Context: an optimization exercise on an open-source flow, tuned for small area, a short achievable clock period and few clock cycles per item. The choices shown serve that exercise and are no tape-out recipe. At most, simulation tests tie the RTL to the original design; equivalence was not proved. Power is estimated from default activity; no workload was simulated.

## tundra
==> flow/design.v (excerpt) <==
module zone_map_range_pruner (
  input  logic                          clk,
  input  logic                          rst,
  input  logic                          psel,
  input  logic                          penable,
  input  logic                          pwrite,
  input  logic [zmrp_pkg::ADDR_W-1:0]   paddr,
  input  logic [zmrp_pkg::DATA_W-1:0]   pwdata,
  output logic [zmrp_pkg::DATA_W-1:0]   prdata,
  output logic                          pready,
  input  logic                          ranges_valid,
  output logic                          ranges_ready,
  input  logic [zmrp_pkg::KEY_W-1:0]    ranges_range_min_key,
  input  logic [zmrp_pkg::KEY_W-1:0]    ranges_range_max_key,
  input  logic                          ranges_min_known,
  input  logic                          ranges_max_known,
  input  logic                          ranges_min_incl,
  input  logic                          ranges_max_incl,
  input  logic                          ranges_type_conflict,
  input  logic                          ranges_meta_present,
  input  logic                          ranges_meta_current,
  input  logic                          ranges_pred_compatible,
  input  logic [zmrp_pkg::PAGE_W-1:0]   ranges_page_span,
  output logic                          results_valid,
  input  logic                          results_ready,
  output logic                          results_pruned,
  output logic [zmrp_pkg::REASON_W-1:0] results_reason_code,
  output logic [zmrp_pkg::RCNT_W-1:0]   results_ranges_pruned_total,
  output logic [zmrp_pkg::RCNT_W-1:0]   results_ranges_scanned_total,
  output logic [zmrp_pkg::PSUM_W-1:0]   results_pages_pruned_total,
  output logic [zmrp_pkg::PSUM_W-1:0]   results_pages_scanned_total,
  output logic                          results_any_pruned_flag
);
Size in the first run: about 480 I/O pins, roughly 19000 um2 of cells after synthesis.
export LEC_CHECK = 0
export CAP_MARGIN = 20
export CORE_MARGIN = 2
export CORE_UTILIZATION = 40
export SETUP_SLACK_MARGIN = 2.6
export SLEW_MARGIN = 20
create_clock -name core_clock -period 5.0 [get_ports {clk}]
standard.sh (not shown) runs the stock make flow with config.mk's settings and CLKGATE_MAP_FILE= SYNTH_SCRIPT=/design/flow/synth_recipe.tcl, a recipe that flattens the netlist after the stock synthesis.
==> flow/flow/run.sh <==
#!/bin/bash
# Layout flow: the standard synthesis, then the combinational logic is
# mapped again by ABC for delay (the registers stay as the standard synthesis
# made them, with the same names and cells), then the standard ORFS layout
# with the port buffers made of plain buf_1 cells.
set -euo pipefail
WORK=$(pwd)
R=$WORK/orfs/results/sky130hd/zone_map_range_pruner/base
PORTBUF="BUFFER_PORTS_ARGS=-buffer_cell sky130_fd_sc_hd__buf_1"
DELAY_PS=$(cat flow/abc_delay_ps)

# 1. standard synthesis, up to the Yosys netlist
bash standard.sh "$PORTBUF" "$R/1_2_yosys.v" > standard_synth.log 2>&1
cp "$R/1_2_yosys.v" "$R/1_2_yosys_standard.v"

# 2. map the combinational logic again, registers kept as they are
LIB=$FLOW_HOME/platforms/sky130hd/lib/sky130_fd_sc_hd__tt_025C_1v80.lib
SEQ=$(grep -oE 'cell \("?sky130_fd_sc_hd__(df|edf|sdf|dl|sdl|ebuf|einv|lpflow|conb)[a-z0-9_]*' "$LIB" \
      | sed 's/cell ("\{0,1\}//' | sort -u | tr '\n' ' ')
DONT=$(grep -oE 'sky130_fd_sc_hd__[a-z0-9_]+' "$FLOW_HOME/platforms/sky130hd/config.mk" \
       | sort -u | sed 's/^/-dont_use /' | tr '\n' ' ')
cat > resynth.ys <<EOS
read_liberty -ignore_miss_func $LIB
blackbox $SEQ
read_verilog $R/1_2_yosys_standard.v
hierarchy -top $FLOW_TOP
flatten
opt_clean
abc -liberty $LIB $DONT -script +strash;dch,-f;map,-D,$DELAY_PS;topo;buffer,-p;upsize,-D,$DELAY_PS;dnsize,-D,$DELAY_PS
opt_clean -purge
hilomap -singleton -hicell sky130_fd_sc_hd__conb_1 HI -locell sky130_fd_sc_hd__conb_1 LO
splitnets
opt_clean -purge
insbuf -buf sky130_fd_sc_hd__buf_4 A X
select $FLOW_TOP
write_verilog -noattr -noexpr -nohex -nodec -selected $R/1_2_yosys.v
select -clear
stat -liberty $LIB
EOS
yosys -s resynth.ys > resynth.log 2>&1
touch "$R/1_2_yosys.v"

# 3. the standard layout from the new netlist
EXTRA=()
if [[ -f flow/pre_resize.tcl ]]; then EXTRA+=("PRE_RESIZE_TCL=$WORK/flow/pre_resize.tcl"); fi
if [[ -f flow/make_vars ]]; then while read -r v; do [[ -n "$v" ]] && EXTRA+=("$v"); done < flow/make_vars; fi
bash standard.sh "$PORTBUF" "${EXTRA[@]}" finish > standard_layout.log 2>&1
==> flow/flow/abc_delay_ps <==
1500
==> flow/flow/pre_resize.tcl <==
set_max_fanout 12 [current_design]
No stage failed in tundra, and the final checks on the layout all came back clean.
Testbench counts of tundra, summed over its fixed seeds: cycles 16,064, items 16,000.
--- input diff tundra..harbor ---
==> flow/flow/pre_resize.tcl <==
set_max_fanout 8 [current_design]
-- flow/config.mk --
<<< tundra, line 9
export CORE_MARGIN = 2
export CORE_UTILIZATION = 40
export SETUP_SLACK_MARGIN = 2.6
export SLEW_MARGIN = 20
>>> harbor, line 9
export CORE_MARGIN = 2
export CORE_UTILIZATION = 40
export SLEW_MARGIN = 20
Results
Against tundra as the reference, harbor delivers a higher endpoint arrival time on the critical path. The worst hold slack was comparable across tundra and harbor. A end of the critical path of prdata[63] is what tundra shows, while u_back.scanned_page_sum[40] belongs to harbor. Compared harbor vs tundra, and power consumed by the clock network is down in harbor. [harbor] cell area fell 11% relative to tundra. Looking at type of the worst setup path, the in2reg result is from harbor; the reg2out one comes from tundra. Compared with tundra, harbor shows layout net count lower by 59. Looking at overall fraction of global-route tracks in use, harbor sits 0.44 points lower than tundra does. Going from tundra to harbor, per-cell routed wire length lower; first-pass GRT wire length lower; clock group share of total power roughly the same; post-cts resize count lower; sequential cell area share higher.
Inputs modified between harbor and garnet:
==> flow/flow/pre_resize.tcl <==
set_max_fanout 12 [current_design]
-- flow/config.mk --
<<< harbor, line 8
export CAP_MARGIN = 20
export CORE_MARGIN = 2
export CORE_UTILIZATION = 40
export SLEW_MARGIN = 20
>>> garnet, line 8
export CAP_MARGIN = 20
export CORE_MARGIN = 2
export CORE_UTILIZATION = 60
export SETUP_SLACK_MARGIN = 2.0
export SLEW_MARGIN = 20
Results
In garnet the count of cell instances traversed by the critical path turned out 3 lower than in harbor.
garnet vs harbor — switching power as a share of total power dropped 0.36 points.
Summary of garnet over harbor: number of antenna violations at the first check in global routing picked up an extra 6; aggregate routed wire length down about 6%; met3 track utilization from global routing increased by 1.6 points relative to the old numbers; worst hold slack fell by 55 ps.
Required time of the worst setup path down 1500 ps in garnet wrt harbor
Compared garnet vs harbor, and global-route usage is up in garnet.
Kind of critical path = reg2out: garnet; kind of critical path = in2reg: harbor
| largest vdd supply drop | higher: garnet |
Share of power burned in combinational logic essentially unchanged between garnet and harbor.

========
zone_map_range_pruner again, from the RTL that the note above started with.
clock: 5.0 ns
lec_check: 0
cap_margin: 20
core_margin: 2
core_utilization: 40
setup_slack_margin: 3.0
slew_margin: 20
==> flow/flow/pre_resize.tcl <==
set_max_fanout 12 [current_design]
Scripts as last shown in full above: flow/flow/run.sh, flow/flow/abc_delay_ps
Testbench counts at the start, summed over its fixed seeds: cycles 16,064, items 16,000.
Next try:
--- a/flow/flow/run.sh
+++ b/flow/flow/run.sh
@@ -44,4 +44 @@
-EXTRA=()
-if [[ -f flow/pre_resize.tcl ]]; then EXTRA+=("PRE_RESIZE_TCL=$WORK/flow/pre_resize.tcl"); fi
-if [[ -f flow/make_vars ]]; then while read -r v; do [[ -n "$v" ]] && EXTRA+=("$v"); done < flow/make_vars; fi
-bash standard.sh "$PORTBUF" "${EXTRA[@]}" finish > standard_layout.log 2>&1
+bash standard.sh "$PORTBUF" finish > standard_layout.log 2>&1
SETUP_SLACK_MARGIN = default   (was 3.0)
removed: flow/flow/pre_resize.tcl
=>
- design area decreases by a quarter to a third
- first-iteration DRC count decreases by roughly a tenth
- total power decreases by a few percent
- global-route usage decreases by 2.6 points
- core utilization decreases by 15 points
- setup slack got worse by 0.62 ns
- routed wire length decreases by about a fifth
- non-clock buffer count decreases by 297
- sequential power hardly moves
- cell count decreases by a little under a tenth
Next try:
--- a/flow/flow/run.sh
+++ b/flow/flow/run.sh
@@ -44 +44,4 @@
-bash standard.sh "$PORTBUF" finish > standard_layout.log 2>&1
+EXTRA=()
+if [[ -f flow/pre_resize.tcl ]]; then EXTRA+=("PRE_RESIZE_TCL=$WORK/flow/pre_resize.tcl"); fi
+if [[ -f flow/make_vars ]]; then while read -r v; do [[ -n "$v" ]] && EXTRA+=("$v"); done < flow/make_vars; fi
+bash standard.sh "$PORTBUF" "${EXTRA[@]}" finish > standard_layout.log 2>&1
==> flow/flow/pre_resize.tcl (new file) <==
set_max_fanout 12 [current_design]
CTS_BUF_LIST = sky130_fd_sc_hd__clkbuf_4 sky130_fd_sc_hd__clkbuf_8   (was default)
SETUP_SLACK_MARGIN = 2.0   (was default)
Synthesized area is unchanged.
Via count climbs by a few percent.
Clock-buffer cell count climbs by 43.
Synthesized cell count is unchanged.
Combinational power climbs by roughly a tenth.
Hold slack degrades by 0.0052 ns.
Utilization climbs by 2.5 points.
Final area climbs by a few percent.
First-iteration DRC count climbs by a little under a tenth.
Clock skew climbs by 0.0098 ns.
Next try:
CTS_BUF_LIST = default   (was sky130_fd_sc_hd__clkbuf_4 sky130_fd_sc_hd__clkbuf_8)
Result: The changed run finished with timing, DRC and antenna clean. Sequential power stays flat. Clock-buffer cell count decreases by 39. Synthesized cell count stays the same. Die area does not change. Synthesized area is unchanged. Worst setup slack is better by 0.0041 ns.

========
Another version of the RTL of zone_map_range_pruner (not shown whole).
Size: about 480 I/O pins.
clock: 5.0 ns
lec_check: 0
cap_margin: 20
core_margin: 2
core_utilization: 40
setup_slack_margin: 2.4
slew_margin: 20
==> flow/flow/run.sh <==
#!/bin/bash
# Layout flow: the standard synthesis, then the combinational logic is
# mapped again by ABC for delay (the registers stay as the standard synthesis
# made them, with the same names and cells), then the standard ORFS layout
# with the port buffers made of plain buf_1 cells.
set -euo pipefail
WORK=$(pwd)
R=$WORK/orfs/results/sky130hd/zone_map_range_pruner/base
PORTBUF="BUFFER_PORTS_ARGS=-buffer_cell sky130_fd_sc_hd__buf_1"
DELAY_PS=$(cat flow/abc_delay_ps)

# 1. standard synthesis, up to the Yosys netlist
bash standard.sh "$PORTBUF" "$R/1_2_yosys.v" > standard_synth.log 2>&1
cp "$R/1_2_yosys.v" "$R/1_2_yosys_standard.v"

# 2. map the combinational logic again, registers kept as they are
LIB=$FLOW_HOME/platforms/sky130hd/lib/sky130_fd_sc_hd__tt_025C_1v80.lib
SEQ=$(grep -oE 'cell \("?sky130_fd_sc_hd__(df|edf|sdf|dl|sdl|ebuf|einv|lpflow|conb)[a-z0-9_]*' "$LIB" \
      | sed 's/cell ("\{0,1\}//' | sort -u | tr '\n' ' ')
DONT=$(sed -n '/^export DONT_USE_CELLS/,/^#/p' "$FLOW_HOME/platforms/sky130hd/config.mk" \
       | grep -oE 'sky130_fd_sc_hd__[a-z0-9_]+' | sort -u | sed 's/^/-dont_use /' | tr '\n' ' ')
if [[ -f flow/extra_dont_use ]]; then
  DONT="$DONT $(sed 's/^/-dont_use /' flow/extra_dont_use | tr '\n' ' ')"
fi
cat > resynth.ys <<EOS
read_liberty -ignore_miss_func $LIB
blackbox $SEQ
read_verilog $R/1_2_yosys_standard.v
hierarchy -top $FLOW_TOP
flatten
opt_clean
abc -liberty $LIB $DONT -script +strash;dch,-f;map,-D,$DELAY_PS;topo;buffer,-p;upsize,-D,$DELAY_PS;dnsize,-D,$DELAY_PS
opt_clean -purge
hilomap -singleton -hicell sky130_fd_sc_hd__conb_1 HI -locell sky130_fd_sc_hd__conb_1 LO
splitnets
opt_clean -purge
insbuf -buf sky130_fd_sc_hd__buf_4 A X
select $FLOW_TOP
write_verilog -noattr -noexpr -nohex -nodec -selected $R/1_2_yosys.v
select -clear
stat -liberty $LIB
EOS
yosys -s resynth.ys > resynth.log 2>&1
touch "$R/1_2_yosys.v"

# 3. the standard layout from the new netlist
EXTRA=()
if [[ -f flow/pre_resize.tcl ]]; then EXTRA+=("PRE_RESIZE_TCL=$WORK/flow/pre_resize.tcl"); fi
if [[ -f flow/extra_dont_use ]]; then
  PLAT_DONT=$(sed -n '/^export DONT_USE_CELLS/,/^#/p' "$FLOW_HOME/platforms/sky130hd/config.mk" \
              | grep -oE 'sky130_fd_sc_hd__[a-z0-9_]+' | tr '\n' ' ')
  EXTRA+=("DONT_USE_CELLS=$PLAT_DONT $(tr '\n' ' ' < flow/extra_dont_use)")
fi
if [[ -f flow/make_vars ]]; then while read -r v; do [[ -n "$v" ]] && EXTRA+=("$v"); done < flow/make_vars; fi
bash standard.sh "$PORTBUF" "${EXTRA[@]}" finish > standard_layout.log 2>&1
Scripts as last shown in full above: flow/flow/abc_delay_ps
Other scripts of this flow, unchanged in this note and not shown: flow/flow/extra_dont_use, flow/flow/pre_resize.tcl
The baseline completed with no timing, DRC or antenna violations.
Edit:
- SETUP_SLACK_MARGIN: 2.4 -> 2.0
Outcome: The new run went through all stages and came out clean; first-iteration DRC count rises by 11%; cell area falls by 5.5%; maximum frequency fell by 8.4%; power went down by 2.6%; utilization decreases by 2.8 points; non-clock buffer count falls by 90; register-to-register slack got worse by 230 ps; synthesized cell count is unchanged.
No run of this note included a check of the RTL's function; only the layout flow was run.

========
Another version of the RTL of zone_map_range_pruner (not shown whole).
Size: about 2700 cells after synthesis, ~480 I/O pins.
Settings: LEC_CHECK=0, CAP_MARGIN=20, CORE_MARGIN=2, CORE_UTILIZATION=40, SETUP_SLACK_MARGIN=2.0, SLEW_MARGIN=20; clock period 5.0 ns.
==> flow/flow/extra_dont_use <==
sky130_fd_sc_hd__clkdlybuf4s15_1
sky130_fd_sc_hd__clkdlybuf4s15_2
sky130_fd_sc_hd__clkdlybuf4s18_1
sky130_fd_sc_hd__clkdlybuf4s18_2
sky130_fd_sc_hd__clkdlybuf4s25_1
sky130_fd_sc_hd__clkdlybuf4s25_2
sky130_fd_sc_hd__clkdlybuf4s50_1
sky130_fd_sc_hd__clkdlybuf4s50_2
sky130_fd_sc_hd__dlygate4sd1_1
sky130_fd_sc_hd__dlygate4sd2_1
sky130_fd_sc_hd__dlygate4sd3_1
sky130_fd_sc_hd__dlymetal6s2s_1
sky130_fd_sc_hd__dlymetal6s4s_1
sky130_fd_sc_hd__dlymetal6s6s_1
==> flow/flow/pre_resize.tcl <==
set_max_fanout 20 [current_design]
Scripts as last shown in full above: flow/flow/run.sh, flow/flow/abc_delay_ps
The starting point passed the timing, design-rule and antenna checks.
Testbench counts at the start, summed over its fixed seeds: cycles 16,064, items 16,000.
Change:
--- a/flow/flow/run.sh
+++ b/flow/flow/run.sh
@@ -20,5 +20,2 @@
-DONT=$(sed -n '/^export DONT_USE_CELLS/,/^#/p' "$FLOW_HOME/platforms/sky130hd/config.mk" \
-       | grep -oE 'sky130_fd_sc_hd__[a-z0-9_]+' | sort -u | sed 's/^/-dont_use /' | tr '\n' ' ')
-if [[ -f flow/extra_dont_use ]]; then
-  DONT="$DONT $(sed 's/^/-dont_use /' flow/extra_dont_use | tr '\n' ' ')"
-fi
+DONT=$(grep -oE 'sky130_fd_sc_hd__[a-z0-9_]+' "$FLOW_HOME/platforms/sky130hd/config.mk" \
+       | sort -u | sed 's/^/-dont_use /' | tr '\n' ' ')
@@ -49,5 +45,0 @@
-if [[ -f flow/extra_dont_use ]]; then
-  PLAT_DONT=$(sed -n '/^export DONT_USE_CELLS/,/^#/p' "$FLOW_HOME/platforms/sky130hd/config.mk" \
-              | grep -oE 'sky130_fd_sc_hd__[a-z0-9_]+' | tr '\n' ' ')
-  EXTRA+=("DONT_USE_CELLS=$PLAT_DONT $(tr '\n' ' ' < flow/extra_dont_use)")
-fi
==> flow/flow/pre_resize.tcl (replaced) <==
set_max_fanout 12 [current_design]
Settings changed: SETUP_SLACK_MARGIN 2.0 to 2.4.
removed: flow/flow/extra_dont_use
Effect: Wire length grows by roughly a tenth. Clock skew grows by 0.017 ns. Total power grows by a few percent. Via count grows by a few percent. Critical path depth grows by 2. Sequential share of layout area shrinks by 4.7 points. Synthesized cell count is unchanged. Design area grows by about a fifth.
Change:
--- a/flow/flow/run.sh
+++ b/flow/flow/run.sh
@@ -20,2 +20,5 @@
-DONT=$(grep -oE 'sky130_fd_sc_hd__[a-z0-9_]+' "$FLOW_HOME/platforms/sky130hd/config.mk" \
-       | sort -u | sed 's/^/-dont_use /' | tr '\n' ' ')
+DONT=$(sed -n '/^export DONT_USE_CELLS/,/^#/p' "$FLOW_HOME/platforms/sky130hd/config.mk" \
+       | grep -oE 'sky130_fd_sc_hd__[a-z0-9_]+' | sort -u | sed 's/^/-dont_use /' | tr '\n' ' ')
+if [[ -f flow/extra_dont_use ]]; then
+  DONT="$DONT $(sed 's/^/-dont_use /' flow/extra_dont_use | tr '\n' ' ')"
+fi
@@ -45,0 +49,5 @@
+if [[ -f flow/extra_dont_use ]]; then
+  PLAT_DONT=$(sed -n '/^export DONT_USE_CELLS/,/^#/p' "$FLOW_HOME/platforms/sky130hd/config.mk" \
+              | grep -oE 'sky130_fd_sc_hd__[a-z0-9_]+' | tr '\n' ' ')
+  EXTRA+=("DONT_USE_CELLS=$PLAT_DONT $(tr '\n' ' ' < flow/extra_dont_use)")
+fi
==> flow/flow/extra_dont_use (new file) <==
sky130_fd_sc_hd__clkdlybuf4s15_1
sky130_fd_sc_hd__clkdlybuf4s15_2
sky130_fd_sc_hd__clkdlybuf4s18_1
sky130_fd_sc_hd__clkdlybuf4s18_2
sky130_fd_sc_hd__clkdlybuf4s25_1
sky130_fd_sc_hd__clkdlybuf4s25_2
sky130_fd_sc_hd__clkdlybuf4s50_1
sky130_fd_sc_hd__clkdlybuf4s50_2
sky130_fd_sc_hd__dlygate4sd1_1
sky130_fd_sc_hd__dlygate4sd2_1
sky130_fd_sc_hd__dlygate4sd3_1
sky130_fd_sc_hd__dlymetal6s2s_1
sky130_fd_sc_hd__dlymetal6s4s_1
sky130_fd_sc_hd__dlymetal6s6s_1
Settings changed: CTS_CLUSTER_DIAMETER set to 100, CTS_CLUSTER_SIZE set to 24, SETUP_SLACK_MARGIN 2.4 to 2.2.
removed: flow/flow/pre_resize.tcl
Outcome: Via count came out lower by 6.6%; area after synthesis is about the same; utilization came out lower by 8.9 points; die area is about the same; fmax came out higher by 5.2%; synthesized cell count does not change; combinational power came out lower by 19%; final cell count came out lower by 5.0%; non-clock buffer count came out lower by 147.
Change:
Settings changed: SETUP_SLACK_MARGIN 2.2 to 2.0.
After rerunning:
- The new run produced a clean layout
- non-clock buffer count shrinks by 37
- count of clock-buffer cells in the layout shrinks by 1
- critical path depth is unchanged
- clock power grows by 11%
- setup slack is worse by 0.17 ns
- fmax shrinks by 6.0%
- sequential power stays flat

## re-timing with driven ports
No port has a modelled driver above. Below, the same layouts with a new extraction and two added sets of constraints.
Step 1 sets driving cells, clkbuf_16 on the clock port and buf_2 on the other inputs (assumed; they add their load-dependent delay and slew).
Step 2 times the ports against the registers' clock, not the clock port: input delays grow and output delays shrink by t, the midpoint of the rising clock arrivals with the driver on.
a / b / c = ideal ports / drivers / drivers and shift; a / b = the first two.
| run | t (ns) | slack for setup (ns) | worst hold slack (ns) | worst setup path at the end | pins driven straight from the clock port |
|---|---|---|---|---|---|
| tundra | 0.629 | 2.228 / 2.167 / 1.633 | 0.472 / 0.472 / 0.472 | input to register | 1 |
| harbor | 0.619 | 0.299 / 0.243 / -0.283 | 0.472 / 0.472 / 0.472 | input to register | 1 |
| garnet | 0.579 | 2.039 / 1.979 / 1.509 | 0.418 / 0.418 / 0.418 | input to register | 1 |
| the first run of note 2 | 0.627 | 2.219 / 2.163 / 1.628 | 0.464 / 0.464 / 0.464 | input to register | 1 |
| the second run of note 2 | 0.613 | 1.596 / 1.537 / 1.210 | 0.463 / 0.463 / 0.463 | input to register | 1 |
| the third run of note 2 | 0.672 | 2.061 / 2.015 / 1.419 | 0.458 / 0.458 / 0.458 | input to register | 1 |
| the fourth run of note 2 | 0.608 | 2.065 / 2.011 / 1.485 | 0.467 / 0.467 / 0.467 | input to register | 1 |
| the first run of note 3 | 0.649 | 2.337 / 2.337 / 1.762 | 0.463 / 0.463 / 0.463 | input to register | 1 |
| the second run of note 3 | 0.632 | 2.092 / 2.106 / 1.495 | 0.474 / 0.474 / 0.474 | input to register | 1 |
| the first run of note 4 | 0.618 | 2.116 / 2.060 / 1.562 | 0.480 / 0.480 / 0.480 | input to register | 1 |
| the second run of note 4 | 0.622 | 2.122 / 2.065 / 1.581 | 0.482 / 0.482 / 0.482 | input to register | 1 |
| the third run of note 4 | 0.581 | 2.264 / 2.210 / 1.814 | 0.489 / 0.489 / 0.489 | input to register | 1 |
| the fourth run of note 4 | 0.605 | 2.090 / 2.033 / 1.651 | 0.488 / 0.488 / 0.488 | input to register | 1 |
Met with ideal ports but missed after step 2: setup timing in harbor. For the third run of note 2, which loses most, drivers alone change the setup slack by -0.046 ns; drivers and shift together by -0.642 ns.
